Context: an optimization exercise on an open-source flow, tuned for small area, a short achievable clock period and few clock cycles. The choices shown serve that exercise and are no tape-out recipe. No functional check of the RTL was part of any run shown here. Power figures rest on the tool's default switching activity, not on a simulated workload.

<file path="design/flow/run.sh">
#!/bin/bash
# synth_recipe.tcl (not shown) runs the flow's synth.tcl, then flattens the netlist and writes it again
# the make line also repeats each setting of config.mk as NAME=value (left out here)
make -C /OpenROAD-flow-scripts/flow DESIGN_CONFIG=/design/flow/config.mk WORK_HOME=/design/flow/orfs CLKGATE_MAP_FILE= SYNTH_SCRIPT=/design/flow/synth_recipe.tcl finish
</file>
<file path="design/flow/config.mk">
export PLATFORM = sky130hd
export DESIGN_NAME = rectangle_subtract
export DESIGN_NICKNAME = rectangle_subtract
export VERILOG_FILES = /design/flow/design.v
export SDC_FILE = /design/flow/constraint.sdc
export NUM_CORES = 4
export LEC_CHECK = 0
export CAP_MARGIN = 20
export CORE_MARGIN = 2
export CORE_UTILIZATION = 40
export SETUP_SLACK_MARGIN = 2.0
export SLEW_MARGIN = 20
</file>
<file path="design/flow/constraint.sdc">
create_clock -name core_clock -period 5.0 [get_ports {i_clk}]
set_input_delay 1.0000 -clock core_clock [delete_from_list [all_inputs] [get_ports {i_clk}]]
set_output_delay 1.0000 -clock core_clock [all_outputs]
set_load 0.01 [all_outputs]
</file>
<file path="design/flow/design.v">
module rs_serial #(
    parameter int AM = 2
) (
    input  logic        i_clk,
    input  logic        i_rst_n,
    input  logic        i_load,
    input  logic [4:0]  i_pend,
    input  logic [15:0] i_x,
    input  logic [15:0] i_y,
    input  logic [15:0] i_right,
    input  logic [15:0] i_bottom,
    input  logic [15:0] i_cx,
    input  logic [15:0] i_cy,
    input  logic [15:0] i_cr,
    input  logic [15:0] i_cb,
    output logic        o_free,
    output logic        o_valid,
    input  logic        i_ready,
    output logic [15:0] o_x,
    output logic [15:0] o_y,
    output logic [15:0] o_width,
    output logic [15:0] o_height,
    output logic [2:0]  o_side,
    output logic        o_last
);
    logic [15:0] r_x, r_y, r_r, r_b;
    logic [4:0]  r_cur;
    logic [4:1]  r_rest;
    logic [4:0]  ld_cur, nx_cur;
    logic [4:1]  ld_rest, nx_rest;
    logic        busy, last, move;
    function automatic logic [4:0] first(input logic [4:0] p);
        if (p[0])      first = 5'b00001;
        else if (p[1]) first = 5'b00010;
        else if (p[2]) first = 5'b00100;
        else if (p[3]) first = 5'b01000;
        else           first = {p[4], 4'b0000};
    endfunction
    assign ld_cur  = first(i_pend);
    assign ld_rest = i_pend[4:1] & ~ld_cur[4:1];
    assign nx_cur  = first({r_rest, 1'b0});
    assign nx_rest = r_rest & ~nx_cur[4:1];
    assign busy    = (r_cur != 5'b00000);
    assign last    = (r_rest == 4'b0000);
    assign move    = busy && (!o_valid || i_ready);
    assign o_free  = !busy || (move && last);
    always_ff @(posedge i_clk) begin
        if (!i_rst_n) begin
            r_cur  <= '0;
            r_rest <= '0;
        end else if (i_load) begin
            r_cur  <= ld_cur;
            r_rest <= ld_rest;
        end else if (move) begin
            r_cur  <= nx_cur;
            r_rest <= nx_rest;
        end
    end
    always_ff @(posedge i_clk) begin
        if (i_load || (move && r_cur[1])) r_y <= i_load ? i_y : i_cy;
        if (i_load || (move && r_cur[2])) r_b <= i_load ? i_bottom : i_cb;
        if (i_load) begin
            r_x <= i_x;
            r_r <= i_right;
        end
    end
    logic [15:0] n_x, n_y, wa, ha;
    logic [16:0] ws, hs;
    assign n_x = r_cur[4] ? i_cr : r_x;
    assign n_y = r_cur[2] ? i_cb : r_y;
    assign wa  = r_cur[3] ? i_cx : r_r;
    assign ha  = r_cur[1] ? i_cy : r_b;
    rs_add #(.N(16), .MODE(AM)) u_w (.i_a(wa), .i_b(~n_x), .i_cin(1'b1), .o_s(ws));
    rs_add #(.N(16), .MODE(AM)) u_h (.i_a(ha), .i_b(~n_y), .i_cin(1'b1), .o_s(hs));
    always_ff @(posedge i_clk) begin
        if (!i_rst_n) begin
            o_valid <= 1'b0;
        end else if (move) begin
            o_valid <= 1'b1;
        end else if (i_ready) begin
            o_valid <= 1'b0;
        end
    end
    always_ff @(posedge i_clk) begin
        if (move) begin
            o_x      <= n_x;
            o_y      <= n_y;
            o_width  <= ws[15:0];
            o_height <= hs[15:0];
            o_side   <= {r_cur[4], r_cur[2] || r_cur[3], r_cur[1] || r_cur[3]};
            o_last   <= last;
        end
    end
endmodule
module rs_carry #(
    parameter int N    = 16,
    parameter int MODE = 0
) (
    input  logic [N-1:0] i_g,
    input  logic [N-1:0] i_p,
    input  logic         i_cin,
    output logic [N:0]   o_c
);
    localparam int L = $clog2(N + 1);
    logic [N:0] g;
    logic [N:0] p;
    always_comb begin
        g = {i_g, i_cin};
        p = {i_p, 1'b0};
        if (MODE == 0) begin
            for (int l = 0; l < L; l++) begin
                for (int i = N; i >= 0; i--) begin
                    if (((i >> l) & 1) == 1) begin
                        g[i] = g[i] | (p[i] & g[((i >> l) << l) - 1]);
                        p[i] = p[i] & p[((i >> l) << l) - 1];
                    end
                end
            end
        end else if (MODE == 1) begin
            for (int i = 1; i <= N; i++) begin
                g[i] = g[i] | (p[i] & g[i-1]);
            end
        end else begin
            for (int d = 1; d <= N; d = d * 2) begin
                for (int i = 2 * d - 1; i <= N; i = i + 2 * d) begin
                    g[i] = g[i] | (p[i] & g[i-d]);
                    p[i] = p[i] & p[i-d];
                end
            end
            for (int d = 1 << L; d >= 1; d = d / 2) begin
                for (int i = 3 * d - 1; i <= N; i = i + 2 * d) begin
                    g[i] = g[i] | (p[i] & g[i-d]);
                    p[i] = p[i] & p[i-d];
                end
            end
        end
        o_c = g;
    end
endmodule
module rs_add #(
    parameter int N    = 16,
    parameter int MODE = 0
) (
    input  logic [N-1:0] i_a,
    input  logic [N-1:0] i_b,
    input  logic         i_cin,
    output logic [N:0]   o_s
);
    logic [N:0] c;
    rs_carry #(.N(N), .MODE(MODE)) u_c (.i_g(i_a & i_b), .i_p(i_a ^ i_b), .i_cin(i_cin), .o_c(c));
    assign o_s = {c[N], (i_a ^ i_b) ^ c[N-1:0]};
endmodule
module rs_cmp #(
    parameter int N    = 16,
    parameter int MODE = 0
) (
    input  logic [N-1:0] i_a,
    input  logic [N-1:0] i_b,
    input  logic         i_ge,
    output logic         o_gt
);
    logic [N:0] c;
    rs_carry #(.N(N), .MODE(MODE)) u_c (.i_g(i_a & ~i_b), .i_p(i_a | ~i_b), .i_cin(i_ge), .o_c(c));
    assign o_gt = c[N];
endmodule
module rectangle_subtract (
    input  logic        i_clk,
    input  logic        i_rst_n,
    input  logic        i_rect_valid,
    output logic        o_rect_ready,
    input  logic [15:0] i_rect_x,
    input  logic [15:0] i_rect_y,
    input  logic [15:0] i_rect_width,
    input  logic [15:0] i_rect_height,
    input  logic        i_cfg_valid,
    output logic        o_cfg_ready,
    input  logic [1:0]  i_cfg_index,
    input  logic [15:0] i_cfg_data,
    output logic        o_piece_valid,
    input  logic        i_piece_ready,
    output logic [15:0] o_piece_x,
    output logic [15:0] o_piece_y,
    output logic [15:0] o_piece_width,
    output logic [15:0] o_piece_height,
    output logic [2:0]  o_piece_side,
    output logic        o_piece_last
);
    localparam int IM = 0;
    localparam int CM = 2;
    logic [15:0] r_cx, r_cy, r_cw, r_ch;
    logic [16:0] r_cr, r_cb, cr_s, cb_s;
    logic        r_wr;
    assign o_cfg_ready = 1'b1;
    always_ff @(posedge i_clk) begin
        if (!i_rst_n || (i_cfg_valid && i_cfg_index == 2'd0)) r_cx <= i_rst_n ? i_cfg_data : '0;
        if (!i_rst_n || (i_cfg_valid && i_cfg_index == 2'd1)) r_cy <= i_rst_n ? i_cfg_data : '0;
        if (!i_rst_n || (i_cfg_valid && i_cfg_index == 2'd2)) r_cw <= i_rst_n ? i_cfg_data : '0;
        if (!i_rst_n || (i_cfg_valid && i_cfg_index == 2'd3)) r_ch <= i_rst_n ? i_cfg_data : '0;
    end
    rs_add #(.N(16), .MODE(CM)) u_cr (.i_a(r_cx), .i_b(r_cw), .i_cin(1'b0), .o_s(cr_s));
    rs_add #(.N(16), .MODE(CM)) u_cb (.i_a(r_cy), .i_b(r_ch), .i_cin(1'b0), .o_s(cb_s));
    always_ff @(posedge i_clk) begin
        r_cr <= cr_s;
        r_cb <= cb_s;
        r_wr <= !i_rst_n || i_cfg_valid;
    end
    logic [16:0] in_rr, in_rb;
    logic        in_top, in_bot, in_left, in_right, in_cont, in_ovl, in_hpos;
    logic        ov_l, ov_t, ov_r, ov_b;
    logic [4:0]  in_pend;
    rs_add #(.N(16), .MODE(IM)) u_rr (.i_a(i_rect_x), .i_b(i_rect_width), .i_cin(1'b0), .o_s(in_rr));
    rs_add #(.N(16), .MODE(IM)) u_rb (.i_a(i_rect_y), .i_b(i_rect_height), .i_cin(1'b0), .o_s(in_rb));
    rs_cmp #(.N(16)) u_top (.i_a(r_cy), .i_b(i_rect_y), .i_ge(1'b0), .o_gt(in_top));
    rs_cmp #(.N(16)) u_lft (.i_a(r_cx), .i_b(i_rect_x), .i_ge(1'b0), .o_gt(in_left));
    rs_cmp #(.N(17)) u_bot (.i_a(in_rb), .i_b(r_cb), .i_ge(1'b0), .o_gt(in_bot));
    rs_cmp #(.N(17)) u_rgt (.i_a(in_rr), .i_b(r_cr), .i_ge(1'b0), .o_gt(in_right));
    rs_cmp #(.N(17)) u_ovl (.i_a(in_rr), .i_b({1'b0, r_cx}), .i_ge(1'b0), .o_gt(ov_l));
    rs_cmp #(.N(17)) u_ovt (.i_a(in_rb), .i_b({1'b0, r_cy}), .i_ge(1'b0), .o_gt(ov_t));
    rs_cmp #(.N(17)) u_ovr (.i_a(r_cr), .i_b({1'b0, i_rect_x}), .i_ge(1'b0), .o_gt(ov_r));
    rs_cmp #(.N(17)) u_ovb (.i_a(r_cb), .i_b({1'b0, i_rect_y}), .i_ge(1'b0), .o_gt(ov_b));
    assign in_cont  = !in_top && !in_left && !in_bot && !in_right;
    assign in_ovl   = ov_l && ov_t && ov_r && ov_b;
    assign in_hpos  = (r_ch != 16'd0) && (i_rect_height != 16'd0);
    assign in_pend  = in_cont ? 5'b00000 :
                      !in_ovl ? 5'b00001 :
                      {in_right && in_hpos, in_left && in_hpos, in_bot, in_top, 1'b0};
    logic       rfree, accept;
    logic       r_cq;
    rs_serial u_rs_serial (
        .i_clk    (i_clk),
        .i_rst_n  (i_rst_n),
        .i_load   (accept),
        .i_pend   (in_pend),
        .i_x      (i_rect_x),
        .i_y      (i_rect_y),
        .i_right  (in_rr[15:0]),
        .i_bottom (in_rb[15:0]),
        .i_cx     (r_cx),
        .i_cy     (r_cy),
        .i_cr     (r_cr[15:0]),
        .i_cb     (r_cb[15:0]),
        .o_free   (rfree),
        .o_valid  (o_piece_valid),
        .i_ready  (i_piece_ready),
        .o_x      (o_piece_x),
        .o_y      (o_piece_y),
        .o_width  (o_piece_width),
        .o_height (o_piece_height),
        .o_side   (o_piece_side),
        .o_last   (o_piece_last)
    );
    assign accept       = i_rect_valid && rfree && !r_wr;
    assign o_rect_ready = (rfree && !r_wr) || r_cq;
    always_ff @(posedge i_clk) begin
        if (!i_rst_n) begin
            r_cq <= 1'b0;
        end else begin
            r_cq <= i_rect_valid && !o_rect_ready && !r_wr && in_cont;
        end
    end
endmodule
</file>
==> results of run 1 <==
## state kept, by name (all words and copies together), names as in the netlist
register              cells
r_cb                     17
r_cr                     17
r_ch                     16
r_cw                     16
r_cx                     16
r_cy                     16
u_rs_serial.o_height     16
u_rs_serial.o_width      16
u_rs_serial.o_x          16
u_rs_serial.o_y          16
u_rs_serial.r_b          16
u_rs_serial.r_r          16
u_rs_serial.r_x          16
u_rs_serial.r_y          16
u_rs_serial.r_cur         5
u_rs_serial.r_rest        4
u_rs_serial.o_side        3
r_cq                      1
r_wr                      1
u_rs_serial.o_last        1
u_rs_serial.o_valid       1
## power groups by stage
stage | Clock, mW | Sequential, mW | Combinational (mW)
detailed placement | 0 | 2.78 | 1.68
floorplan | 0 | 2.69 | 1.11
finish | 2.44 | 2.75 | 2.00
CTS | 2.49 | 2.74 | 1.88
global route | 2.58 | 2.79 | 2.21
global placement | 0 | 2.78 | 1.66
## kinds of logic after synthesis
logic type,count (synthesis),share of synthesized area (%)
compound gates,297,14.0
simple gates,287,10.4
flops,242,47.4
buf+inv,192,5.05
fa+ha+maj,155,15.1
mux,69,4.96
xor+xnor,52,3.17
other cells,1,0.0261
## cells in the final DEF (no fill, tap or decap), drive strengths merged, types with 19 or more instances in the layout
cell	n
inv	168
and2	27
nand2b	29
nor2	40
nand2	86
nor3	20
ha	90
buf	166
dfxtp	46
mux2i	51
edfxtp	196
maj3	27
xor2	22
clkbuf	40
xnor2	30
clkdlybuf4s50	111
dlygate4sd2	19
o21ai	74
a21o	22
fa	38
a21oi	56
## routing by layer
metal / GRT usage (%) / up-vias
met5: 0 / -
li1: - / 5342
met3: 2.77 / 70
met1: 26.5 / 5381
met2: 35.2 / 282
met4: 5.60 / 0
## synthesized netlist by cell type (27+ instances only)
cell      number
nand2b_1      28
mux2i_1       51
dfxtp_1       46
ha_1          90
and2_1        27
nand2_1       86
edfxtp_1     196
inv_1        168
o21ai_0       73
a21oi_1       55
fa_1          38
nor2_1        40
xnor2_1       30
## critical path, delay by kind of cell
family,cells,cell delay [ps]
AO/OA/AOI/OAI,6,1200
adder cells (fa/ha/maj),2,690
XOR/XNOR,1,160
AND/OR/NAND/NOR,5,900
buffers and inverters,3,560
## final timing paths
kind	startpoint	end	slack, ps	depth (start not counted)
hold reg to reg	r_cw[0]	r_cr[0]	470	1
setup / recovery	i_rect_height[6]	u_rs_serial.r_rest[2]	930	17
setup reg to reg	r_cx[0]	u_rs_serial.r_cur[0]	1440	12
hold / removal	r_cw[0]	r_cr[0]	470	1
## per-stage QoR
stage               TNS (ps)  hold WS [ps]
finish                     0           470
global route               0           485
CTS                        0           470
detailed placement      -556           453
global placement        -136           450
floorplan                  0           407
## final cells by class
class,instances,area share [%]
repair buffers,303,14.0
multi-input cells,861,39.4
well taps,461,2.94
inverters,168,3.22
clock inverters,16,1.59
clock buffers,38,4.08
flip-flops and latches,242,34.8
## timing repair
| item | in CTS | in global routing |
|---|---|---|
| gates cloned | 0 | 0 |
| setup buffers | 53 | 21 |
| pin swaps | 70 | 57 |
| resized for setup | 205 | 84 |
| endpoints found under the setup margin | 136 | 40 |
==> flow_results.xml, run 1 <==
<?xml version="1.0" encoding="UTF-8"?>
<metrics>
  <group name="cts">
    <metric name="clk_root_buffer_cell" unit="">clkbuf_16</metric>
    <metric name="tritoncts_clock_tree" unit="">yes</metric>
    <metric name="numClockSinks" unit="">242</metric>
    <metric name="clock_tree.buffer_depth" unit="">3</metric>
    <metric name="cts.clk_slew.worst_paths" unit="ps">60</metric>
    <metric name="clock_buffer_count_from_cts" unit="">29</metric>
    <metric name="clock_tree.htree_level_count" unit="">1</metric>
    <metric name="cts_hold_buffers" unit="">0</metric>
    <metric name="clkLatencyLatePin" unit="ps">550</metric>
  </group>
  <group name="synthesis">
    <metric name="post-synth-top-area-fraction" unit="%">41.0</metric>
    <metric name="avgSynthCellArea" unit="um2">11.1</metric>
    <metric name="netlist_top_cells_area" unit="">edfxtp_1 (41%), ha_1 (7.8%), dfxtp_1 (6.4%)</metric>
    <metric name="synthesis.nets" unit="">1510</metric>
    <metric name="yosysSeqAreaShare" unit="%">47.4</metric>
    <metric name="synth-warning-count" unit="">5</metric>
    <metric name="number_of_flops_mapped_to_enable_cells_by_yosys" unit="">196</metric>
    <metric name="synth_cells" unit="">1295</metric>
    <metric name="syn_area" unit="um2">14400</metric>
    <metric name="synth-async-reset-ratio" unit="%">0</metric>
    <metric name="synth_flop_cell" unit="">edfxtp_1</metric>
    <metric name="netlist.top_cell.by_area" unit="">edfxtp_1</metric>
    <metric name="yosys_register_bits" unit="">242</metric>
    <metric name="count_of_unique_library_cells_instantiated_by_yosys" unit="">75</metric>
  </group>
  <group name="detailed_routing">
    <metric name="drt_pre_antenna_iters" unit="">5</metric>
    <metric name="residual_drc_count" unit="">0</metric>
    <metric name="antenna_left" unit="">0</metric>
    <metric name="routedLengthMet1" unit="um">16900</metric>
    <metric name="drt_wl_total" unit="um">38700</metric>
    <metric name="top_layer_in_use" unit="">met4</metric>
    <metric name="via_per_inst" unit="">5.30</metric>
    <metric name="routed_wire_length_per_instance" unit="um">18.5</metric>
    <metric name="route.met2.wl" unit="um">18800</metric>
    <metric name="drt_iter0_drc" unit="">682</metric>
    <metric name="dr_total_vias" unit="">11100</metric>
    <metric name="met3_wirelength" unit="um">1850</metric>
  </group>
  <group name="power">
    <metric name="pwr_density_cell" unit="nW/um2">367</metric>
    <metric name="p_int" unit="mW">5.05</metric>
    <metric name="p_comb_share" unit="%">27.8</metric>
    <metric name="clockPowerShare" unit="%">33.9</metric>
    <metric name="netSwitchingPower" unit="mW">2.15</metric>
    <metric name="proportion_of_total_power_due_to_net_switching" unit="%">29.8</metric>
    <metric name="vdd_ir_max" unit="uV">340</metric>
    <metric name="total_leakage_power" unit="nW">7.87</metric>
    <metric name="total_power" unit="mW">7.20</metric>
    <metric name="power_share_of_the_sequential_group" unit="%">38.3</metric>
  </group>
  <group name="setup_path">
    <metric name="cp.arrival" unit="ps">4510</metric>
    <metric name="critical_path_peak_fanout" unit="">10</metric>
    <metric name="dominant_cell_type_by_count_on_the_critical_path" unit="">buf_4</metric>
    <metric name="worst_path_largest_cell_delay" unit="ps">380</metric>
    <metric name="worstPathRequired" unit="ps">5440</metric>
    <metric name="worstSetupStartpointType" unit="">input pin</metric>
    <metric name="critical_path_type" unit="">in -&gt; reg</metric>
    <metric name="worstPathCellList" unit="">dlygate4sd2_1, ha_4, buf_4, a31oi_2, fa_2, xor2_2, and2_4, nor3_2, or3_1, a221o_1, o211a_1, o41a_1, o2111ai_2, or2_4, buf_4, o22ai_1, and2_1</metric>
    <metric name="worst_setup_path_end_kind" unit="">flip-flop</metric>
    <metric name="critPathSlowestCell" unit="">fa_2</metric>
  </group>
  <group name="global_route">
    <metric name="grt_pass1_vias" unit="">11400</metric>
    <metric name="gr-usage-all-layers" unit="%">20.3</metric>
    <metric name="largest_net_degree_at_the_start_of_global_routing" unit="">68</metric>
    <metric name="grt_first_pass_wirelength" unit="um">61000</metric>
    <metric name="grt.overflow.total" unit="">0</metric>
    <metric name="grt_antenna_before_repair" unit="">0</metric>
  </group>
  <group name="timing">
    <metric name="worst_pin_slew" unit="ps">910</metric>
    <metric name="timing.fmax" unit="MHz">246</metric>
    <metric name="final.period_utilization" unit="%">81.4</metric>
    <metric name="final-hold-violation-count" unit="">0</metric>
    <metric name="drv_slew" unit="">0</metric>
    <metric name="layout_min_cycle_time" unit="ps">4070</metric>
    <metric name="finClkSkew" unit="ps">15.0</metric>
    <metric name="maxSlewHeadroom" unit="%">39.3</metric>
    <metric name="finalSetupViolCount" unit="">0</metric>
    <metric name="postLayoutSetupSlackWorst" unit="ps">931</metric>
    <metric name="grt_setup_unrepaired" unit="">yes</metric>
  </group>
  <group name="layout">
    <metric name="area_delta_synth_final" unit="%">36.4</metric>
    <metric name="n_antenna_cell" unit="">0</metric>
    <metric name="layout-drive-gt1-share" unit="%">24.0</metric>
    <metric name="fillCellCount" unit="">3033</metric>
    <metric name="post-route-cell-area" unit="um2">19600</metric>
    <metric name="final_cells" unit="">2089</metric>
    <metric name="multiInputGateArea" unit="um2">7720</metric>
    <metric name="nets" unit="">1820</metric>
    <metric name="layout.core_utilization" unit="%">55.2</metric>
    <metric name="ff_latch_area" unit="um2">6820</metric>
  </group>
  <group name="worst_hold_path">
    <metric name="timing.hold.worst.class" unit="">reg -&gt; reg</metric>
  </group>
  <group name="status">
    <metric name="outcome" unit="">no timing/DRC/antenna violations</metric>
  </group>
  <group name="die">
    <metric name="placeableCoreArea" unit="um2">35500</metric>
    <metric name="die_area" unit="um2">37500</metric>
    <metric name="num_io_pins" unit="">158</metric>
    <metric name="initial_utilization" unit="%">40.5</metric>
    <metric name="dieWidth" unit="um">194</metric>
    <metric name="die_y" unit="um">194</metric>
    <metric name="std_cell_rows" unit="">69</metric>
  </group>
  <group name="place">
    <metric name="place.port_buffers" unit="">156</metric>
    <metric name="placement.cell_area" unit="um2">17200</metric>
    <metric name="dpl.cell_count" unit="">1961</metric>
    <metric name="preCtsSetupSlack" unit="ps">-146</metric>
    <metric name="hpwl" unit="um">28100</metric>
    <metric name="routabilityCongestion" unit="">0.871</metric>
  </group>
  <group name="job">
    <metric name="max_cap_violations" unit="">0</metric>
  </group>
</metrics>
==> inputs of run 2 (changes only) <==
--- a/design/flow/design.v
+++ b/design/flow/design.v
@@ -163,6 +163,25 @@
     rs_carry #(.N(N), .MODE(MODE)) u_c (.i_g(i_a & ~i_b), .i_p(i_a | ~i_b), .i_cin(i_ge), .o_c(c));
     assign o_gt = c[N];
 endmodule
+module rs_cmp3 #(
+    parameter int N    = 16,
+    parameter int MODE = 0
+) (
+    input  logic [N-1:0] i_a,
+    input  logic [N-1:0] i_b,
+    input  logic [N:0]   i_c,
+    input  logic         i_ge,
+    output logic         o_gt
+);
+    logic [N:0] n, s, k, k2;
+    logic [N+1:0] c;
+    assign n  = ~i_c;
+    assign s  = {1'b0, i_a} ^ {1'b0, i_b} ^ n;
+    assign k  = ({1'b0, i_a} & {1'b0, i_b}) | ({1'b0, i_a} & n) | ({1'b0, i_b} & n);
+    assign k2 = {k[N-1:0], 1'b0};
+    rs_carry #(.N(N+1), .MODE(MODE)) u_c (.i_g(s & k2), .i_p(s | k2), .i_cin(i_ge), .o_c(c));
+    assign o_gt = c[N+1];
+endmodule
 module rectangle_subtract (
     input  logic        i_clk,
     input  logic        i_rst_n,
@@ -212,10 +231,10 @@
     rs_add #(.N(16), .MODE(IM)) u_rb (.i_a(i_rect_y), .i_b(i_rect_height), .i_cin(1'b0), .o_s(in_rb));
     rs_cmp #(.N(16)) u_top (.i_a(r_cy), .i_b(i_rect_y), .i_ge(1'b0), .o_gt(in_top));
     rs_cmp #(.N(16)) u_lft (.i_a(r_cx), .i_b(i_rect_x), .i_ge(1'b0), .o_gt(in_left));
-    rs_cmp #(.N(17)) u_bot (.i_a(in_rb), .i_b(r_cb), .i_ge(1'b0), .o_gt(in_bot));
-    rs_cmp #(.N(17)) u_rgt (.i_a(in_rr), .i_b(r_cr), .i_ge(1'b0), .o_gt(in_right));
-    rs_cmp #(.N(17)) u_ovl (.i_a(in_rr), .i_b({1'b0, r_cx}), .i_ge(1'b0), .o_gt(ov_l));
-    rs_cmp #(.N(17)) u_ovt (.i_a(in_rb), .i_b({1'b0, r_cy}), .i_ge(1'b0), .o_gt(ov_t));
+    rs_cmp3 #(.N(16)) u_bot (.i_a(i_rect_y), .i_b(i_rect_height), .i_c(r_cb), .i_ge(1'b0), .o_gt(in_bot));
+    rs_cmp3 #(.N(16)) u_rgt (.i_a(i_rect_x), .i_b(i_rect_width), .i_c(r_cr), .i_ge(1'b0), .o_gt(in_right));
+    rs_cmp3 #(.N(16)) u_ovl (.i_a(i_rect_x), .i_b(i_rect_width), .i_c({1'b0, r_cx}), .i_ge(1'b0), .o_gt(ov_l));
+    rs_cmp3 #(.N(16)) u_ovt (.i_a(i_rect_y), .i_b(i_rect_height), .i_c({1'b0, r_cy}), .i_ge(1'b0), .o_gt(ov_t));
     rs_cmp #(.N(17)) u_ovr (.i_a(r_cr), .i_b({1'b0, i_rect_x}), .i_ge(1'b0), .o_gt(ov_r));
     rs_cmp #(.N(17)) u_ovb (.i_a(r_cb), .i_b({1'b0, i_rect_y}), .i_ge(1'b0), .o_gt(ov_b));
     assign in_cont  = !in_top && !in_left && !in_bot && !in_right;
--- a/design/flow/config.mk
+++ b/design/flow/config.mk
@@ -8,5 +8,5 @@
 export CAP_MARGIN = 20
 export CORE_MARGIN = 2
 export CORE_UTILIZATION = 40
-export SETUP_SLACK_MARGIN = 2.0
+export SETUP_SLACK_MARGIN = 2.2
 export SLEW_MARGIN = 20
==> flow_results.xml, run 2 <==
<?xml version="1.0" encoding="UTF-8"?>
<metrics>
  <group name="detailed_routing">
    <metric name="dr_total_vias" unit="">10900</metric>
    <metric name="drt_pre_antenna_iters" unit="">5</metric>
    <metric name="routed_wire_length_per_instance" unit="um">19.0</metric>
    <metric name="via_per_inst" unit="">5.15</metric>
    <metric name="drt_wl_total" unit="um">40100</metric>
    <metric name="residual_drc_count" unit="">0</metric>
    <metric name="antenna_left" unit="">0</metric>
    <metric name="drt_iter0_drc" unit="">621</metric>
  </group>
  <group name="synthesis">
    <metric name="number_of_flops_mapped_to_enable_cells_by_yosys" unit="">196</metric>
    <metric name="post-synth-top-area-fraction" unit="%">38.4</metric>
    <metric name="netlist.top_cell.by_area" unit="">edfxtp_1</metric>
    <metric name="synth_flop_cell" unit="">edfxtp_1</metric>
    <metric name="yosys-mux-area-fraction" unit="%">4.40</metric>
    <metric name="syn_area" unit="um2">15300</metric>
    <metric name="synthesis.nets" unit="">1604</metric>
    <metric name="count_of_unique_library_cells_instantiated_by_yosys" unit="">79</metric>
    <metric name="synth-compound-area-share" unit="%">12.5</metric>
    <metric name="most_instantiated_library_cell_after_synthesis" unit="">edfxtp_1</metric>
    <metric name="yosys.area_share.adder" unit="%">21.8</metric>
    <metric name="netlist_top_cells_area" unit="">edfxtp_1 (38%), fa_1 (13%), ha_1 (7.5%)</metric>
    <metric name="synth_cells" unit="">1329</metric>
    <metric name="synth_simple_gate_area_share" unit="%">8.96</metric>
    <metric name="largest_family_of_logic_cells_by_synthesized_area" unit="">adder cells</metric>
    <metric name="synth-async-reset-ratio" unit="%">0</metric>
    <metric name="yosysSeqAreaShare" unit="%">44.4</metric>
    <metric name="synth-xor-area-share" unit="%">3.08</metric>
    <metric name="avgSynthCellArea" unit="um2">11.5</metric>
    <metric name="synth-warning-count" unit="">5</metric>
    <metric name="ys_top_cells_by_count" unit="">edfxtp_1 (196), inv_1 (175), fa_1 (96)</metric>
    <metric name="yosys_register_bits" unit="">242</metric>
  </group>
  <group name="cts">
    <metric name="cts_hold_buffers" unit="">0</metric>
    <metric name="clk_root_buffer_cell" unit="">clkbuf_16</metric>
    <metric name="cts.clk_slew.worst_paths" unit="ps">60</metric>
    <metric name="tritoncts_clock_tree" unit="">yes</metric>
    <metric name="clkLatencyLatePin" unit="ps">550</metric>
    <metric name="numClockSinks" unit="">242</metric>
    <metric name="clock_buffer_count_from_cts" unit="">28</metric>
    <metric name="clock_tree.buffer_depth" unit="">3</metric>
    <metric name="clock_tree.htree_level_count" unit="">1</metric>
  </group>
  <group name="layout">
    <metric name="ff_latch_area" unit="um2">6820</metric>
    <metric name="layout-drive-gt1-share" unit="%">19.7</metric>
    <metric name="layout_top_registers" unit="">r_cb x17, r_cr x17</metric>
    <metric name="nets" unit="">1849</metric>
    <metric name="area_delta_synth_final" unit="%">27.7</metric>
    <metric name="fillCellCount" unit="">3374</metric>
    <metric name="post-route-cell-area" unit="um2">19600</metric>
    <metric name="n_antenna_cell" unit="">0</metric>
    <metric name="mostFrequentLayoutCell" unit="">edfxtp_1</metric>
    <metric name="final_cells" unit="">2107</metric>
    <metric name="mostFrequentLayoutCells" unit="">edfxtp_1 (196), inv_1 (162), clkdlybuf4s50_1 (92)</metric>
    <metric name="multiInputGateArea" unit="um2">8420</metric>
  </group>
  <group name="die">
    <metric name="initial_utilization" unit="%">40.6</metric>
    <metric name="std_cell_rows" unit="">71</metric>
    <metric name="die_area" unit="um2">39900</metric>
    <metric name="num_io_pins" unit="">158</metric>
    <metric name="dieWidth" unit="um">200</metric>
    <metric name="die_y" unit="um">200</metric>
    <metric name="placeableCoreArea" unit="um2">37800</metric>
  </group>
  <group name="global_route">
    <metric name="gr-usage-all-layers" unit="%">20.5</metric>
    <metric name="grt_first_pass_wirelength" unit="um">63100</metric>
    <metric name="largest_net_degree_at_the_start_of_global_routing" unit="">43</metric>
    <metric name="grt.overflow.total" unit="">0</metric>
    <metric name="grt_pass1_vias" unit="">11300</metric>
    <metric name="grt_antenna_before_repair" unit="">0</metric>
  </group>
  <group name="worst_hold_path">
    <metric name="timing.hold.worst_path_depth" unit="">1</metric>
    <metric name="worst_hold_path.endpoint" unit="">r_cr[0]</metric>
    <metric name="hold_path.startpoint" unit="">r_cw[0]</metric>
    <metric name="timing.hold.worst.class" unit="">reg -&gt; reg</metric>
  </group>
  <group name="setup_path">
    <metric name="worst_setup_slack_for_register_to_register_paths" unit="ps">1740</metric>
    <metric name="r2r_cells" unit="">13</metric>
    <metric name="regToRegStartpoint" unit="">r_cy[1]</metric>
    <metric name="cp.arrival" unit="ps">3830</metric>
    <metric name="worst_setup_path_end_kind" unit="">flip-flop</metric>
    <metric name="r2r-end" unit="">u_rs_serial.o_height[13]</metric>
    <metric name="worstPathRequired" unit="ps">5440</metric>
    <metric name="critical_path_type" unit="">in -&gt; reg</metric>
    <metric name="worstSetupStartpointType" unit="">input pin</metric>
    <metric name="critical_path_peak_fanout" unit="">4</metric>
  </group>
  <group name="timing">
    <metric name="drv_slew" unit="">0</metric>
    <metric name="timing.fmax" unit="MHz">295</metric>
    <metric name="layout_min_cycle_time" unit="ps">3390</metric>
    <metric name="final.period_utilization" unit="%">67.9</metric>
    <metric name="worst_pin_slew" unit="ps">769</metric>
    <metric name="finClkSkew" unit="ps">13.2</metric>
    <metric name="final-hold-violation-count" unit="">0</metric>
    <metric name="finalSetupViolCount" unit="">0</metric>
    <metric name="timing.setup.tns" unit="ps">0</metric>
    <metric name="maxSlewHeadroom" unit="%">48.3</metric>
    <metric name="grt_setup_unrepaired" unit="">yes</metric>
  </group>
  <group name="place">
    <metric name="placement.cell_area" unit="um2">17800</metric>
    <metric name="place.port_buffers" unit="">156</metric>
    <metric name="dpl.cell_count" unit="">1990</metric>
    <metric name="routabilityCongestion" unit="">0.842</metric>
    <metric name="hpwl" unit="um">30500</metric>
  </group>
  <group name="status">
    <metric name="outcome" unit="">no timing/DRC/antenna violations</metric>
  </group>
  <group name="power">
    <metric name="total_leakage_power" unit="nW">7.85</metric>
    <metric name="pwr_density_cell" unit="nW/um2">368</metric>
    <metric name="vdd_ir_max" unit="uV">244</metric>
  </group>
  <group name="job">
    <metric name="max_cap_violations" unit="">0</metric>
  </group>
</metrics>
run 2: cell types whose count changed after synthesis, moves of 6 or more:
cell / change
a2111oi_0: -7
a21boi_0: -6
a21oi_1: -8
a22oi_1: +6
and2_1: -7
clkbuf_1: -11
fa_1: +58
inv_1: +7
nand2b_1: -7
nand4_1: -6
nor2_1: +10
nor3_1: +6
o21ai_0: -12
run 2: worst max path at each step:
stage	to	cells after the start	slack, ps	startpoint
CTS	u_rs_serial.r_cur[3]	12	1670	i_rect_height[2]
floorplan	u_rs_serial.r_cur[3]	11	1490	i_rect_y[2]
global route	u_rs_serial.r_rest[4]	13	1550	i_rect_y[2]
detailed placement	u_rs_serial.r_cur[4]	12	510	i_rect_y[2]
finish	u_rs_serial.r_rest[4]	14	1610	i_rect_y[2]
global placement	u_rs_serial.r_cur[3]	12	570	i_rect_y[2]
run 2: timing repair:
action,CTS,global route
endpoints found under the setup margin,194,54
pin swaps,55,44
cloned,0,0
setup buffers,39,26
resized for setup,271,46
run 2: area by class of cell:
type / count / share of cell area, %
multi-input combinational: 892 / 43.0
sequential: 242 / 34.8
timing repair buffer: 235 / 10.8
clock buffer: 37 / 3.97
inverter: 175 / 3.41
tap: 511 / 3.26
clock inverter: 15 / 0.824
run 2: worst max-delay path: stages:
cell	delay, ps
buf_8	80
inv_4	30
fa_1	550
nand2b_4	140
o311ai_4	90
a222oi_1	390
o211ai_1	230
buf_4	190
a31o_4	210
a31oi_4	270
buf_6	140
nand3_4	90
nor4bb_2	210
o21a_1	190
run 2: cells by family (layout without fill, tap and decap cells):
kind of cell | count (synthesis) | in the layout
and+or+nand+nor | 279 | 279
AOI/OAI and AO/OA | 278 | 278
DFF | 242 | 242
adders and majority gates | 215 | 215
buffers and inverters | 195 | 462
muxes | 65 | 65
xor gates and xnor gates | 54 | 54
other | 1 | 1
run 2: per-stage QoR:
| stage | hold WS, ps | setup WS (ps) | util, % | power [mW] |
|---|---|---|---|---|
| detailed placement | 451 | 512 | 47.1 | 4.84 |
| global route | 496 | 1550 | 51.9 | 7.63 |
| global placement | 459 | 571 | 47.1 | 4.81 |
| finish | 464 | 1610 | 51.9 | 7.20 |
| CTS | 471 | 1670 | 50.9 | 7.16 |
| floorplan | 407 | 1490 | - | 4.10 |
run 2: report_power, final:
group | leakage, nW | internal, mW | total (mW) | switching, mW
Sequential | 2.23 | 2.50 | 2.72 | 0.220
Clock | 0.460 | 1.25 | 2.10 | 0.847
Combinational | 5.16 | 1.12 | 2.38 | 1.27
run 2: routing by layer:
layer	wire length [um]	up-vias	track usage [%]	share of wire, %
met5	0	-	0	0
met4	975	0	5.90	2.4
met3	1460	56	2.27	3.7
met2	18700	227	33.2	47
met1	18900	5293	29.2	47
li1	-	5283	-	-
==> inputs of run 3 (changes only) <==
--- a/design/flow/config.mk
+++ b/design/flow/config.mk
@@ -5,6 +5,7 @@
 export SDC_FILE = /design/flow/constraint.sdc
 export NUM_CORES = 4
 export LEC_CHECK = 0
+export ABC_CLOCK_PERIOD_IN_PS = 2500
 export CAP_MARGIN = 20
 export CORE_MARGIN = 2
 export CORE_UTILIZATION = 40
==> flow_results.xml, run 3 <==
<?xml version="1.0" encoding="UTF-8"?>
<metrics>
  <group name="power">
    <metric name="pwr_density_cell" unit="nW/um2">368</metric>
    <metric name="total_leakage_power" unit="nW">7.85</metric>
    <metric name="vdd_ir_max" unit="uV">244</metric>
  </group>
  <group name="global_route">
    <metric name="grt.overflow.total" unit="">0</metric>
    <metric name="grt_first_pass_wirelength" unit="um">63100</metric>
    <metric name="grt_util_met3" unit="%">2.27</metric>
    <metric name="gr-usage-all-layers" unit="%">20.5</metric>
    <metric name="grt_pass1_vias" unit="">11300</metric>
    <metric name="met1_usage" unit="%">29.2</metric>
    <metric name="largest_net_degree_at_the_start_of_global_routing" unit="">43</metric>
    <metric name="met2_routing_resource_usage_after_global_routing" unit="%">33.2</metric>
    <metric name="gr-max-usage-layer" unit="">met2</metric>
    <metric name="grt_antenna_before_repair" unit="">0</metric>
  </group>
  <group name="layout">
    <metric name="layout-drive-gt1-share" unit="%">19.7</metric>
    <metric name="nets" unit="">1849</metric>
    <metric name="layout.core_utilization" unit="%">51.9</metric>
    <metric name="multiInputGateArea" unit="um2">8420</metric>
    <metric name="ff_latch_area" unit="um2">6820</metric>
    <metric name="fillCellCount" unit="">3374</metric>
    <metric name="area_delta_synth_final" unit="%">27.7</metric>
    <metric name="mostFrequentLayoutCells" unit="">edfxtp_1 (196), inv_1 (162), clkdlybuf4s50_1 (92)</metric>
    <metric name="n_antenna_cell" unit="">0</metric>
    <metric name="mostFrequentLayoutCell" unit="">edfxtp_1</metric>
    <metric name="layout_top_registers" unit="">r_cb x17, r_cr x17</metric>
    <metric name="post-route-cell-area" unit="um2">19600</metric>
  </group>
  <group name="detailed_routing">
    <metric name="drt_pre_antenna_iters" unit="">5</metric>
    <metric name="drt_iter0_drc" unit="">621</metric>
    <metric name="routed_wire_length_per_instance" unit="um">19.0</metric>
    <metric name="drt_wl_total" unit="um">40100</metric>
    <metric name="residual_drc_count" unit="">0</metric>
    <metric name="via_per_inst" unit="">5.15</metric>
    <metric name="dr_total_vias" unit="">10900</metric>
    <metric name="antenna_left" unit="">0</metric>
  </group>
  <group name="synthesis">
    <metric name="synth_cells" unit="">1329</metric>
    <metric name="avgSynthCellArea" unit="um2">11.5</metric>
    <metric name="synthesis.nets" unit="">1604</metric>
    <metric name="number_of_flops_mapped_to_enable_cells_by_yosys" unit="">196</metric>
    <metric name="synth_flop_cell" unit="">edfxtp_1</metric>
    <metric name="netlist_top_cells_area" unit="">edfxtp_1 (38%), fa_1 (13%), ha_1 (7.5%)</metric>
    <metric name="most_instantiated_library_cell_after_synthesis" unit="">edfxtp_1</metric>
    <metric name="synth-async-reset-ratio" unit="%">0</metric>
    <metric name="netlist.top_cell.by_area" unit="">edfxtp_1</metric>
    <metric name="yosysSeqAreaShare" unit="%">44.4</metric>
    <metric name="syn_area" unit="um2">15300</metric>
    <metric name="post-synth-top-area-fraction" unit="%">38.4</metric>
    <metric name="count_of_unique_library_cells_instantiated_by_yosys" unit="">79</metric>
    <metric name="ys_top_cells_by_count" unit="">edfxtp_1 (196), inv_1 (175), fa_1 (96)</metric>
    <metric name="yosys_register_bits" unit="">242</metric>
    <metric name="synth-warning-count" unit="">5</metric>
  </group>
  <group name="cts">
    <metric name="cts.clk_slew.worst_paths" unit="ps">60</metric>
    <metric name="numClockSinks" unit="">242</metric>
    <metric name="cts_hold_buffers" unit="">0</metric>
    <metric name="tritoncts_clock_tree" unit="">yes</metric>
    <metric name="clock_buffer_count_from_cts" unit="">28</metric>
    <metric name="clkLatencyLatePin" unit="ps">550</metric>
    <metric name="clock_tree.buffer_depth" unit="">3</metric>
    <metric name="clk_root_buffer_cell" unit="">clkbuf_16</metric>
    <metric name="clock_tree.htree_level_count" unit="">1</metric>
  </group>
  <group name="job">
    <metric name="max_cap_violations" unit="">0</metric>
  </group>
  <group name="timing">
    <metric name="finClkSkew" unit="ps">13.2</metric>
    <metric name="grt_setup_unrepaired" unit="">yes</metric>
    <metric name="final-hold-violation-count" unit="">0</metric>
    <metric name="timing.setup.tns" unit="ps">0</metric>
    <metric name="timing.hold.ws" unit="ps">464</metric>
    <metric name="worst_pin_slew" unit="ps">769</metric>
    <metric name="maxSlewHeadroom" unit="%">48.3</metric>
    <metric name="drv_slew" unit="">0</metric>
    <metric name="final.period_utilization" unit="%">67.9</metric>
    <metric name="finalSetupViolCount" unit="">0</metric>
    <metric name="timing.fmax" unit="MHz">295</metric>
    <metric name="layout_min_cycle_time" unit="ps">3390</metric>
  </group>
  <group name="die">
    <metric name="num_io_pins" unit="">158</metric>
    <metric name="die_y" unit="um">200</metric>
    <metric name="dieWidth" unit="um">200</metric>
    <metric name="std_cell_rows" unit="">71</metric>
    <metric name="initial_utilization" unit="%">40.6</metric>
    <metric name="die_area" unit="um2">39900</metric>
    <metric name="placeableCoreArea" unit="um2">37800</metric>
  </group>
  <group name="status">
    <metric name="outcome" unit="">no timing/DRC/antenna violations</metric>
  </group>
  <group name="setup_path">
    <metric name="worstSetupStartpointType" unit="">input pin</metric>
    <metric name="worst_setup_path_end_kind" unit="">flip-flop</metric>
    <metric name="worst_setup_slack_for_register_to_register_paths" unit="ps">1740</metric>
    <metric name="critical_path_peak_fanout" unit="">4</metric>
    <metric name="cp.arrival" unit="ps">3830</metric>
    <metric name="critical_path_type" unit="">in -&gt; reg</metric>
    <metric name="r2r-end" unit="">u_rs_serial.o_height[13]</metric>
    <metric name="worstPathRequired" unit="ps">5440</metric>
    <metric name="r2r_cells" unit="">13</metric>
    <metric name="regToRegStartpoint" unit="">r_cy[1]</metric>
  </group>
  <group name="worst_hold_path">
    <metric name="timing.hold.worst.class" unit="">reg -&gt; reg</metric>
    <metric name="timing.hold.worst_path_depth" unit="">1</metric>
    <metric name="hold_path.startpoint" unit="">r_cw[0]</metric>
    <metric name="worst_hold_path.endpoint" unit="">r_cr[0]</metric>
  </group>
  <group name="place">
    <metric name="place.port_buffers" unit="">156</metric>
    <metric name="hpwl" unit="um">30500</metric>
    <metric name="routabilityCongestion" unit="">0.842</metric>
    <metric name="placement.cell_area" unit="um2">17800</metric>
  </group>
</metrics>
-- run 3: cell counts in the layout (fill, tap and decap cells not counted) --
Identical to the previous run, type by type.
-- run 3: layer usage --
metal  vias to the layer above  share of wire [%]
li1                       5283                  -
met1                      5293                 47
met2                       227                 47
met3                        56                3.7
met4                         0                2.4
met5                         -                  0
-- run 3: area by class of cell --
| class | count | share of cell area (%) |
|---|---|---|
| repair buffers | 235 | 10.8 |
| multi-input cells | 892 | 43.0 |
| inverters | 175 | 3.41 |
| well taps | 511 | 3.26 |
| clock inverters | 15 | 0.824 |
| flip-flops and latches | 242 | 34.8 |
| clock buffers | 37 | 3.97 |
-- run 3: worst max-delay path: stages --
cell and delay (ps):
buf_8 80, inv_4 30, fa_1 550, nand2b_4 140, o311ai_4 90, a222oi_1 390
o211ai_1 230, buf_4 190, a31o_4 210, a31oi_4 270, buf_6 140, nand3_4 90
nor4bb_2 210, o21a_1 190
-- run 3: cell families after synthesis --
logic type | synth area share (%)
other | 0.0244
buffers and inverters | 4.82
AND/OR/NAND/NOR | 8.96
adder cells (fa/ha/maj) | 21.8
flip-flops | 44.4
multiplexers | 4.40
XOR/XNOR | 3.08
AO/OA/AOI/OAI | 12.5
-- run 3: power by group --
group	switching (mW)	total, mW	internal [mW]	leakage (nW)
clock network	0.847	2.10	1.25	0.460
registers	0.220	2.72	2.50	2.23
logic	1.27	2.38	1.12	5.16
total	2.33	7.20	4.87	7.85
-- run 3: per-stage QoR --
| stage | cells | worst slack [ps] | power (mW) |
|---|---|---|---|
| 3_3_place_gp | 1990 | 571 | 4.81 |
| 2_1_floorplan | 1329 | 1490 | 4.10 |
| 4_1_cts | 2081 | 1670 | 7.16 |
| 3_5_place_dp | 1990 | 512 | 4.84 |
| 5_1_grt | 2107 | 1550 | 7.63 |
| 6_report | 2107 | 1610 | 7.20 |
-- run 3: worst max-delay path by stage --
stage,startpoint,to,depth (start not counted)
global placement,i_rect_y[2],u_rs_serial.r_cur[3],12
CTS,i_rect_height[2],u_rs_serial.r_cur[3],12
global route,i_rect_y[2],u_rs_serial.r_rest[4],13
finish,i_rect_y[2],u_rs_serial.r_rest[4],14
floorplan,i_rect_y[2],u_rs_serial.r_cur[3],11
detailed placement,i_rect_y[2],u_rs_serial.r_cur[4],12
-- run 3: repair_timing --
item                                    4_1_cts  5_1_grt
buffers inserted                             39       26
gates resized for setup                     271       46
pin swaps                                    55       44
endpoints found under the setup margin      194       54
==> inputs of run 4 (changes only) <==
--- a/design/flow/design.v
+++ b/design/flow/design.v
@@ -13,6 +13,11 @@
     input  logic [15:0] i_cy,
     input  logic [15:0] i_cr,
     input  logic [15:0] i_cb,
+    input  logic        i_sum,
+    input  logic [15:0] i_cw,
+    input  logic [15:0] i_ch,
+    output logic [16:0] o_cr,
+    output logic [16:0] o_cb,
     output logic        o_free,
     output logic        o_valid,
     input  logic        i_ready,
@@ -68,10 +73,12 @@
     logic [16:0] ws, hs;
     assign n_x = r_cur[4] ? i_cr : r_x;
     assign n_y = r_cur[2] ? i_cb : r_y;
-    assign wa  = r_cur[3] ? i_cx : r_r;
-    assign ha  = r_cur[1] ? i_cy : r_b;
-    rs_add #(.N(16), .MODE(AM)) u_w (.i_a(wa), .i_b(~n_x), .i_cin(1'b1), .o_s(ws));
-    rs_add #(.N(16), .MODE(AM)) u_h (.i_a(ha), .i_b(~n_y), .i_cin(1'b1), .o_s(hs));
+    assign wa  = (r_cur[3] || i_sum) ? i_cx : r_r;
+    assign ha  = (r_cur[1] || i_sum) ? i_cy : r_b;
+    rs_add #(.N(16), .MODE(AM)) u_w (.i_a(wa), .i_b(i_sum ? i_cw : ~n_x), .i_cin(!i_sum), .o_s(ws));
+    rs_add #(.N(16), .MODE(AM)) u_h (.i_a(ha), .i_b(i_sum ? i_ch : ~n_y), .i_cin(!i_sum), .o_s(hs));
+    assign o_cr = ws;
+    assign o_cb = hs;
     always_ff @(posedge i_clk) begin
         if (!i_rst_n) begin
             o_valid <= 1'b0;
@@ -205,7 +212,6 @@
     output logic        o_piece_last
 );
     localparam int IM = 0;
-    localparam int CM = 2;
     logic [15:0] r_cx, r_cy, r_cw, r_ch;
     logic [16:0] r_cr, r_cb, cr_s, cb_s;
     logic        r_wr;
@@ -216,11 +222,11 @@
         if (!i_rst_n || (i_cfg_valid && i_cfg_index == 2'd2)) r_cw <= i_rst_n ? i_cfg_data : '0;
         if (!i_rst_n || (i_cfg_valid && i_cfg_index == 2'd3)) r_ch <= i_rst_n ? i_cfg_data : '0;
     end
-    rs_add #(.N(16), .MODE(CM)) u_cr (.i_a(r_cx), .i_b(r_cw), .i_cin(1'b0), .o_s(cr_s));
-    rs_add #(.N(16), .MODE(CM)) u_cb (.i_a(r_cy), .i_b(r_ch), .i_cin(1'b0), .o_s(cb_s));
-    always_ff @(posedge i_clk) begin
-        r_cr <= cr_s;
-        r_cb <= cb_s;
+    always_ff @(posedge i_clk) begin
+        if (r_wr) begin
+            r_cr <= cr_s;
+            r_cb <= cb_s;
+        end
         r_wr <= !i_rst_n || i_cfg_valid;
     end
     logic [16:0] in_rr, in_rb;
@@ -258,6 +264,11 @@
         .i_cy     (r_cy),
         .i_cr     (r_cr[15:0]),
         .i_cb     (r_cb[15:0]),
+        .i_sum    (r_wr),
+        .i_cw     (r_cw),
+        .i_ch     (r_ch),
+        .o_cr     (cr_s),
+        .o_cb     (cb_s),
         .o_free   (rfree),
         .o_valid  (o_piece_valid),
         .i_ready  (i_piece_ready),
--- a/design/flow/config.mk
+++ b/design/flow/config.mk
@@ -5,9 +5,8 @@
 export SDC_FILE = /design/flow/constraint.sdc
 export NUM_CORES = 4
 export LEC_CHECK = 0
-export ABC_CLOCK_PERIOD_IN_PS = 2500
 export CAP_MARGIN = 20
 export CORE_MARGIN = 2
 export CORE_UTILIZATION = 40
-export SETUP_SLACK_MARGIN = 2.2
+export SETUP_SLACK_MARGIN = 2.5
 export SLEW_MARGIN = 20
==> flow_results.xml, run 4 <==
<?xml version="1.0" encoding="UTF-8"?>
<metrics>
  <group name="timing">
    <metric name="finClkSkew" unit="ps">23.9</metric>
    <metric name="timing.hold.ws" unit="ps">549</metric>
    <metric name="drv_slew" unit="">0</metric>
    <metric name="timing.setup.tns" unit="ps">0</metric>
    <metric name="final.period_utilization" unit="%">67.9</metric>
    <metric name="final-hold-violation-count" unit="">0</metric>
    <metric name="timing.fmax" unit="MHz">295</metric>
    <metric name="postLayoutSetupSlackWorst" unit="ps">1610</metric>
    <metric name="grt_setup_unrepaired" unit="">yes</metric>
    <metric name="layout_min_cycle_time" unit="ps">3390</metric>
    <metric name="worst_pin_slew" unit="ps">766</metric>
    <metric name="finalSetupViolCount" unit="">0</metric>
    <metric name="maxSlewHeadroom" unit="%">48.5</metric>
  </group>
  <group name="setup_path">
    <metric name="worstPathRequired" unit="ps">5300</metric>
    <metric name="cp.arrival" unit="ps">3690</metric>
    <metric name="critical_path_type" unit="">reg -&gt; reg</metric>
    <metric name="critPathSlowestCell" unit="">fa_2</metric>
    <metric name="critical_path_peak_fanout" unit="">3</metric>
    <metric name="setup.worst_path.start" unit="">u_rs_serial.r_cur[4]</metric>
    <metric name="worstPathCellList" unit="">mux2_4, nor2_4, a21oi_2, fa_2, inv_2, a21o_1, a21o_1, a211oi_4, o311a_1, nor3_4, a41oi_2, a21oi_2, fa_2</metric>
    <metric name="worst_path_largest_cell_delay" unit="ps">480</metric>
    <metric name="crit_buf_inv" unit="">1</metric>
    <metric name="crit_family" unit="">compound AO/OA/AOI/OAI gates</metric>
    <metric name="regToRegStartpoint" unit="">u_rs_serial.r_cur[4]</metric>
    <metric name="worst_setup_path_end_kind" unit="">flip-flop</metric>
    <metric name="worstSetupStartpointType" unit="">flip-flop</metric>
  </group>
  <group name="detailed_routing">
    <metric name="via_per_inst" unit="">5.52</metric>
    <metric name="residual_drc_count" unit="">0</metric>
    <metric name="antenna_left" unit="">0</metric>
    <metric name="routed_wire_length_per_instance" unit="um">21.3</metric>
    <metric name="dr_total_vias" unit="">11200</metric>
    <metric name="drt_wl_total" unit="um">43200</metric>
    <metric name="drt_pre_antenna_iters" unit="">6</metric>
    <metric name="drt_iter0_drc" unit="">905</metric>
  </group>
  <group name="cts">
    <metric name="clock_tree.htree_level_count" unit="">1</metric>
    <metric name="clock_buffer_count_from_cts" unit="">27</metric>
    <metric name="tritoncts_clock_tree" unit="">yes</metric>
    <metric name="clkLatencyLatePin" unit="ps">570</metric>
    <metric name="clock_tree.buffer_depth" unit="">3</metric>
    <metric name="numClockSinks" unit="">242</metric>
    <metric name="cts.clk_slew.worst_paths" unit="ps">60</metric>
    <metric name="clk_root_buffer_cell" unit="">clkbuf_16</metric>
    <metric name="cts_hold_buffers" unit="">0</metric>
  </group>
  <group name="synthesis">
    <metric name="synth-warning-count" unit="">5</metric>
    <metric name="netlist.top_cell.by_area" unit="">edfxtp_1</metric>
    <metric name="yosys_register_bits" unit="">242</metric>
    <metric name="most_instantiated_library_cell_after_synthesis" unit="">edfxtp_1</metric>
    <metric name="synth-async-reset-ratio" unit="%">0</metric>
    <metric name="count_of_unique_library_cells_instantiated_by_yosys" unit="">75</metric>
    <metric name="synthesis.nets" unit="">1513</metric>
    <metric name="post-synth-top-area-fraction" unit="%">46.8</metric>
    <metric name="avgSynthCellArea" unit="um2">11.5</metric>
    <metric name="ys_top_cells_by_count" unit="">edfxtp_1 (230), nand2_1 (148), o21ai_0 (119)</metric>
    <metric name="yosysSeqAreaShare" unit="%">48.4</metric>
    <metric name="synth_flop_cell" unit="">edfxtp_1</metric>
    <metric name="synth_cells" unit="">1282</metric>
    <metric name="netlist_top_cells_area" unit="">edfxtp_1 (47%), fa_1 (11%), ha_1 (5.1%)</metric>
    <metric name="number_of_flops_mapped_to_enable_cells_by_yosys" unit="">230</metric>
    <metric name="syn_area" unit="um2">14800</metric>
  </group>
  <group name="layout">
    <metric name="final_cells" unit="">2029</metric>
    <metric name="layout_top_registers" unit="">r_cb x17, r_cr x17</metric>
    <metric name="nets" unit="">1772</metric>
    <metric name="post-route-cell-area" unit="um2">19500</metric>
    <metric name="multiInputGateArea" unit="um2">8030</metric>
    <metric name="n_antenna_cell" unit="">0</metric>
    <metric name="mostFrequentLayoutCell" unit="">edfxtp_1</metric>
    <metric name="area_delta_synth_final" unit="%">31.9</metric>
    <metric name="mostFrequentLayoutCells" unit="">edfxtp_1 (230), nand2_1 (142), inv_1 (99)</metric>
    <metric name="layout-drive-gt1-share" unit="%">25.9</metric>
    <metric name="ff_latch_area" unit="um2">7160</metric>
    <metric name="fillCellCount" unit="">3122</metric>
  </group>
  <group name="place">
    <metric name="preCtsSetupSlack" unit="ps">481</metric>
    <metric name="hpwl" unit="um">30500</metric>
    <metric name="dpl.cell_count" unit="">1897</metric>
    <metric name="routabilityCongestion" unit="">0.882</metric>
    <metric name="placement.cell_area" unit="um2">17200</metric>
    <metric name="place.port_buffers" unit="">156</metric>
  </group>
  <group name="power">
    <metric name="total_leakage_power" unit="nW">7.53</metric>
    <metric name="vdd_ir_max" unit="uV">269</metric>
    <metric name="pwr_density_cell" unit="nW/um2">371</metric>
  </group>
  <group name="die">
    <metric name="std_cell_rows" unit="">70</metric>
    <metric name="die_area" unit="um2">38500</metric>
    <metric name="dieWidth" unit="um">196</metric>
    <metric name="num_io_pins" unit="">158</metric>
    <metric name="die_y" unit="um">196</metric>
    <metric name="initial_utilization" unit="%">40.4</metric>
    <metric name="placeableCoreArea" unit="um2">36500</metric>
  </group>
  <group name="worst_hold_path">
    <metric name="timing.hold.worst.class" unit="">reg -&gt; reg</metric>
    <metric name="hold_path.startpoint" unit="">r_cq</metric>
  </group>
  <group name="global_route">
    <metric name="largest_net_degree_at_the_start_of_global_routing" unit="">53</metric>
    <metric name="grt_antenna_before_repair" unit="">0</metric>
    <metric name="grt.overflow.total" unit="">0</metric>
    <metric name="gr-usage-all-layers" unit="%">21.7</metric>
    <metric name="grt_pass1_vias" unit="">11200</metric>
    <metric name="grt_first_pass_wirelength" unit="um">64000</metric>
  </group>
  <group name="status">
    <metric name="outcome" unit="">no timing/DRC/antenna violations</metric>
  </group>
  <group name="job">
    <metric name="max_cap_violations" unit="">0</metric>
  </group>
</metrics>
==> run 4: layout make-up <==
cell class              count  area share [%]
multi-input cells         899            41.2
flip-flops and latches    242            36.8
repair buffers            258            12.4
clock buffers              34            3.60
well taps                 468            3.01
inverters                 113            2.30
clock inverters            15           0.713
==> run 4: kinds of logic (layout without fill, tap and decap cells) <==
kind of cell,after synthesis,count (layout),share of synthesized area [%]
and+or+nand+nor,332,333,10.8
AOI/OAI and AO/OA,319,319,13.8
DFF,242,242,48.4
adders and majority gates,172,172,18.4
buffers and inverters,142,420,3.63
xor gates and xnor gates,37,37,2.19
muxes,37,37,2.80
other,1,1,0.0254
==> run 4: worst min-delay path, stage by stage, from the launching register on <==
cell     delay [ps]
dfxtp_1         310
or2_4           150
nor4_2           50
==> run 4: metrics by stage <==
| step | power, mW | utilization, % |
|---|---|---|
| after floorplan | 4.09 | - |
| after global placement | 4.83 | 47.2 |
| after detailed placement | 4.87 | 47.2 |
| after CTS | 7.07 | 52.0 |
| after global routing | 7.61 | 53.3 |
| final | 7.23 | 53.3 |
==> run 4: layer usage <==
| layer | vias up | global-route usage, % | routed length, um |
|---|---|---|---|
| met5 | - | 0 | 0 |
| met4 | 0 | 7.07 | 1140 |
| met3 | 67 | 3.09 | 2330 |
| met2 | 343 | 36.3 | 20700 |
| met1 | 5580 | 29.3 | 19100 |
| li1 | 5206 | - | - |
==> run 4: where the power goes <==
group / internal, mW / switching, mW / leakage (nW) / total [mW]
combinational: 1.12 / 1.36 / 4.83 / 2.48
clock: 1.10 / 0.850 / 0.411 / 1.95
sequential: 2.61 / 0.195 / 2.29 / 2.80
total: 4.82 / 2.40 / 7.53 / 7.23
==> run 4: final timing paths <==
path / end / slack, ps / depth (start not counted)
setup / recovery: u_rs_serial.o_width[15] / 1610 / 13
hold / removal: r_cq / 550 / 2
setup reg to reg: u_rs_serial.o_width[15] / 1610 / 13
hold reg to reg: r_cq / 550 / 2
==> run 4: what timing repair did <==
action / in CTS / in global routing
gates cloned: 1 / 6
gates resized for setup: 403 / 114
pin swaps: 84 / 58
buffers inserted: 56 / 20
setup endpoints to repair: 205 / 147
==> inputs of run 5 (changes only) <==
--- a/design/flow/design.v
+++ b/design/flow/design.v
@@ -34,6 +34,7 @@
     logic [4:0]  ld_cur, nx_cur;
     logic [4:1]  ld_rest, nx_rest;
     logic        busy, last, move;
+    logic        r_busy, r_last;
     function automatic logic [4:0] first(input logic [4:0] p);
         if (p[0])      first = 5'b00001;
         else if (p[1]) first = 5'b00010;
@@ -45,20 +46,26 @@
     assign ld_rest = i_pend[4:1] & ~ld_cur[4:1];
     assign nx_cur  = first({r_rest, 1'b0});
     assign nx_rest = r_rest & ~nx_cur[4:1];
-    assign busy    = (r_cur != 5'b00000);
-    assign last    = (r_rest == 4'b0000);
+    assign busy    = r_busy;
+    assign last    = r_last;
     assign move    = busy && (!o_valid || i_ready);
     assign o_free  = !busy || (move && last);
     always_ff @(posedge i_clk) begin
         if (!i_rst_n) begin
             r_cur  <= '0;
             r_rest <= '0;
+            r_busy <= 1'b0;
+            r_last <= 1'b1;
         end else if (i_load) begin
             r_cur  <= ld_cur;
             r_rest <= ld_rest;
+            r_busy <= (i_pend != 5'b00000);
+            r_last <= (ld_rest == 4'b0000);
         end else if (move) begin
             r_cur  <= nx_cur;
             r_rest <= nx_rest;
+            r_busy <= !last;
+            r_last <= (nx_rest == 4'b0000);
         end
     end
     always_ff @(posedge i_clk) begin
==> flow_results.xml, run 5 <==
<?xml version="1.0" encoding="UTF-8"?>
<metrics>
  <group name="detailed_routing">
    <metric name="drt_iter0_drc" unit="">734</metric>
    <metric name="dr_total_vias" unit="">11100</metric>
    <metric name="antenna_left" unit="">0</metric>
    <metric name="drt_pre_antenna_iters" unit="">5</metric>
    <metric name="via_per_inst" unit="">5.46</metric>
    <metric name="routed_wire_length_per_instance" unit="um">21.3</metric>
    <metric name="residual_drc_count" unit="">0</metric>
    <metric name="drt_wl_total" unit="um">43100</metric>
  </group>
  <group name="global_route">
    <metric name="largest_net_degree_at_the_start_of_global_routing" unit="">41</metric>
    <metric name="grt_pass1_vias" unit="">11300</metric>
    <metric name="grt_first_pass_wirelength" unit="um">66300</metric>
    <metric name="gr-usage-all-layers" unit="%">22.3</metric>
    <metric name="grt.overflow.total" unit="">0</metric>
    <metric name="grt_antenna_before_repair" unit="">0</metric>
  </group>
  <group name="synthesis">
    <metric name="synth-warning-count" unit="">5</metric>
    <metric name="synth_cells" unit="">1278</metric>
    <metric name="post-synth-top-area-fraction" unit="%">46.7</metric>
    <metric name="yosys_register_bits" unit="">243</metric>
    <metric name="synthesis.nets" unit="">1509</metric>
    <metric name="count_of_unique_library_cells_instantiated_by_yosys" unit="">86</metric>
    <metric name="netlist_top_cells_area" unit="">edfxtp_1 (47%), fa_1 (11%), ha_1 (5.1%)</metric>
    <metric name="netlist.top_cell.by_area" unit="">edfxtp_1</metric>
    <metric name="avgSynthCellArea" unit="um2">11.6</metric>
    <metric name="synth-async-reset-ratio" unit="%">0</metric>
    <metric name="number_of_flops_mapped_to_enable_cells_by_yosys" unit="">230</metric>
    <metric name="most_instantiated_library_cell_after_synthesis" unit="">edfxtp_1</metric>
    <metric name="yosysSeqAreaShare" unit="%">48.4</metric>
    <metric name="synth_flop_cell" unit="">edfxtp_1</metric>
    <metric name="syn_area" unit="um2">14800</metric>
    <metric name="ys_top_cells_by_count" unit="">edfxtp_1 (230), nand2_1 (138), o21ai_0 (110)</metric>
  </group>
  <group name="timing">
    <metric name="drv_slew" unit="">0</metric>
    <metric name="grt_setup_unrepaired" unit="">yes</metric>
    <metric name="final.period_utilization" unit="%">66.3</metric>
    <metric name="worst_pin_slew" unit="ps">841</metric>
    <metric name="maxSlewHeadroom" unit="%">43.6</metric>
    <metric name="timing.fmax" unit="MHz">302</metric>
    <metric name="timing.setup.tns" unit="ps">0</metric>
    <metric name="postLayoutSetupSlackWorst" unit="ps">1680</metric>
    <metric name="timing.hold.ws" unit="ps">544</metric>
    <metric name="layout_min_cycle_time" unit="ps">3320</metric>
    <metric name="finalSetupViolCount" unit="">0</metric>
    <metric name="finClkSkew" unit="ps">14.6</metric>
    <metric name="final-hold-violation-count" unit="">0</metric>
  </group>
  <group name="layout">
    <metric name="layout.core_utilization" unit="%">53.9</metric>
    <metric name="mostFrequentLayoutCell" unit="">edfxtp_1</metric>
    <metric name="layout-drive-gt1-share" unit="%">27.9</metric>
    <metric name="area_delta_synth_final" unit="%">32.9</metric>
    <metric name="layout_top_registers" unit="">r_cb x17, r_cr x17</metric>
    <metric name="fillCellCount" unit="">3167</metric>
    <metric name="nets" unit="">1770</metric>
    <metric name="n_antenna_cell" unit="">0</metric>
    <metric name="mostFrequentLayoutCells" unit="">edfxtp_1 (230), nand2_1 (132), inv_1 (88)</metric>
  </group>
  <group name="cts">
    <metric name="clock_tree.htree_level_count" unit="">1</metric>
    <metric name="cts_hold_buffers" unit="">0</metric>
    <metric name="cts.clk_slew.worst_paths" unit="ps">60</metric>
    <metric name="tritoncts_clock_tree" unit="">yes</metric>
    <metric name="clock_tree.buffer_depth" unit="">3</metric>
    <metric name="numClockSinks" unit="">243</metric>
    <metric name="clk_root_buffer_cell" unit="">clkbuf_16</metric>
    <metric name="clock_buffer_count_from_cts" unit="">26</metric>
    <metric name="clkLatencyLatePin" unit="ps">550</metric>
  </group>
  <group name="power">
    <metric name="vdd_ir_max" unit="uV">250</metric>
    <metric name="pwr_density_cell" unit="nW/um2">359</metric>
    <metric name="total_leakage_power" unit="nW">7.54</metric>
  </group>
  <group name="die">
    <metric name="std_cell_rows" unit="">70</metric>
    <metric name="die_area" unit="um2">38600</metric>
    <metric name="die_y" unit="um">196</metric>
    <metric name="dieWidth" unit="um">196</metric>
    <metric name="placeableCoreArea" unit="um2">36500</metric>
    <metric name="num_io_pins" unit="">158</metric>
    <metric name="initial_utilization" unit="%">40.5</metric>
  </group>
  <group name="status">
    <metric name="outcome" unit="">no timing/DRC/antenna violations</metric>
  </group>
  <group name="place">
    <metric name="hpwl" unit="um">31200</metric>
    <metric name="routabilityCongestion" unit="">0.863</metric>
    <metric name="preCtsSetupSlack" unit="ps">565</metric>
    <metric name="place.port_buffers" unit="">156</metric>
  </group>
  <group name="setup_path">
    <metric name="critical_path_peak_fanout" unit="">7</metric>
    <metric name="worstPathRequired" unit="ps">5290</metric>
    <metric name="worst_setup_path_end_kind" unit="">flip-flop</metric>
    <metric name="critical_path_type" unit="">reg -&gt; reg</metric>
    <metric name="cp.arrival" unit="ps">3600</metric>
    <metric name="worstSetupStartpointType" unit="">flip-flop</metric>
  </group>
  <group name="worst_hold_path">
    <metric name="timing.hold.worst.class" unit="">reg -&gt; reg</metric>
  </group>
  <group name="job">
    <metric name="max_cap_violations" unit="">0</metric>
  </group>
</metrics>
-- run 5: worst paths after layout --
path	start	end	slack (ps)	cells after the start
setup / recovery	u_rs_serial.r_cur[4]	r_cr[14]	1680	13
hold reg to reg	u_rs_serial.r_last	u_rs_serial.o_last	540	0
setup reg to reg	u_rs_serial.r_cur[4]	r_cr[14]	1680	13
hold / removal	u_rs_serial.r_last	u_rs_serial.o_last	540	0
-- run 5: where the power goes --
| group | internal, mW | switching, mW |
|---|---|---|
| clock network | 1.14 | 0.821 |
| registers | 2.53 | 0.167 |
| logic | 1.09 | 1.32 |
-- run 5: layer usage --
metal	vias up	global-route usage [%]	routed length, um
li1	5204	-	-
met3	53	2.84	2010
met5	-	0	0
met1	5515	31.0	19500
met4	0	6.03	961
met2	280	37.0	20600
-- run 5: logic make-up after synthesis --
kind of cell	Yosys count	synth area share, %
AND/OR/NAND/NOR	331	10.9
AO/OA/AOI/OAI	321	13.7
flip-flops	243	48.4
adder cells (fa/ha/maj)	175	18.6
buffers and inverters	136	3.57
multiplexers	38	2.87
XOR/XNOR	33	1.95
other	1	0.0253
-- run 5: final cells by class --
class                   count  area, um2  share of cell area (%)
clock inverters            15        151                   0.769
repair buffers            261       2410                    12.3
multi-input cells         899       8210                    41.7
repair inverters            1       5.00                  0.0254
inverters                 107        435                    2.21
well taps                 468        586                    2.98
clock buffers              32        694                    3.53
flip-flops and latches    243       7180                    36.5
-- run 5: repair_timing --
action | 4_1_cts | 5_1_grt
cloned | 3 | 0
pin swaps | 92 | 60
gates resized for setup | 450 | 88
endpoints found under the setup margin | 202 | 120
buffers inserted | 70 | 15
-- run 5: worst max-delay path: stages, from the launching register on --
cell and delay [ps]:
dfxtp_4 420, mux2_4 340, o21ai_4 170, ha_4 220
a21o_1 150, a21o_1 180, a21o_1 190, a31o_4 270
a41oi_4 210, a21oi_4 120, a21boi_4 210, inv_2 50
fa_2 350, xor2_2 170
-- run 5: stage by stage --
| step | cells | power (mW) | instance area, um2 |
|---|---|---|---|
| floorplan | 1278 | 3.94 | 15100 |
| global placement | 1891 | 4.58 | 17100 |
| detailed placement | 1891 | 4.61 | 17100 |
| CTS | 2011 | 6.98 | 19400 |
| finish | 2026 | 7.07 | 19700 |
| global route | 2026 | 7.44 | 19700 |

==> afterwards: timing with drivers on the ports <==
No port has a modelled driver above. Below, the same layouts with a new extraction and two added sets of constraints. Step 1, drivers: a clkbuf_16 drives i_clk and a buf_2 each remaining input, both assumed. Step 2, shift: input delay + t, output delay - t, t = (earliest + latest rising clock arrival at the registers) / 2. This alone moves slack from input paths to output paths. Three values: ideal ports, drivers, drivers and shift; two values: the first two.
run	t (ns)	setup WS [ns]
run 1	0.596	0.931 / 0.958 / 0.362
run 2	0.593	1.607 / 1.607 / 1.014
run 3	0.593	1.607 / 1.607 / 1.014
run 4	0.610	1.607 / 1.607 / 1.330
run 5	0.593	1.684 / 1.684 / 1.294
After both steps every run listed still meets setup and hold.
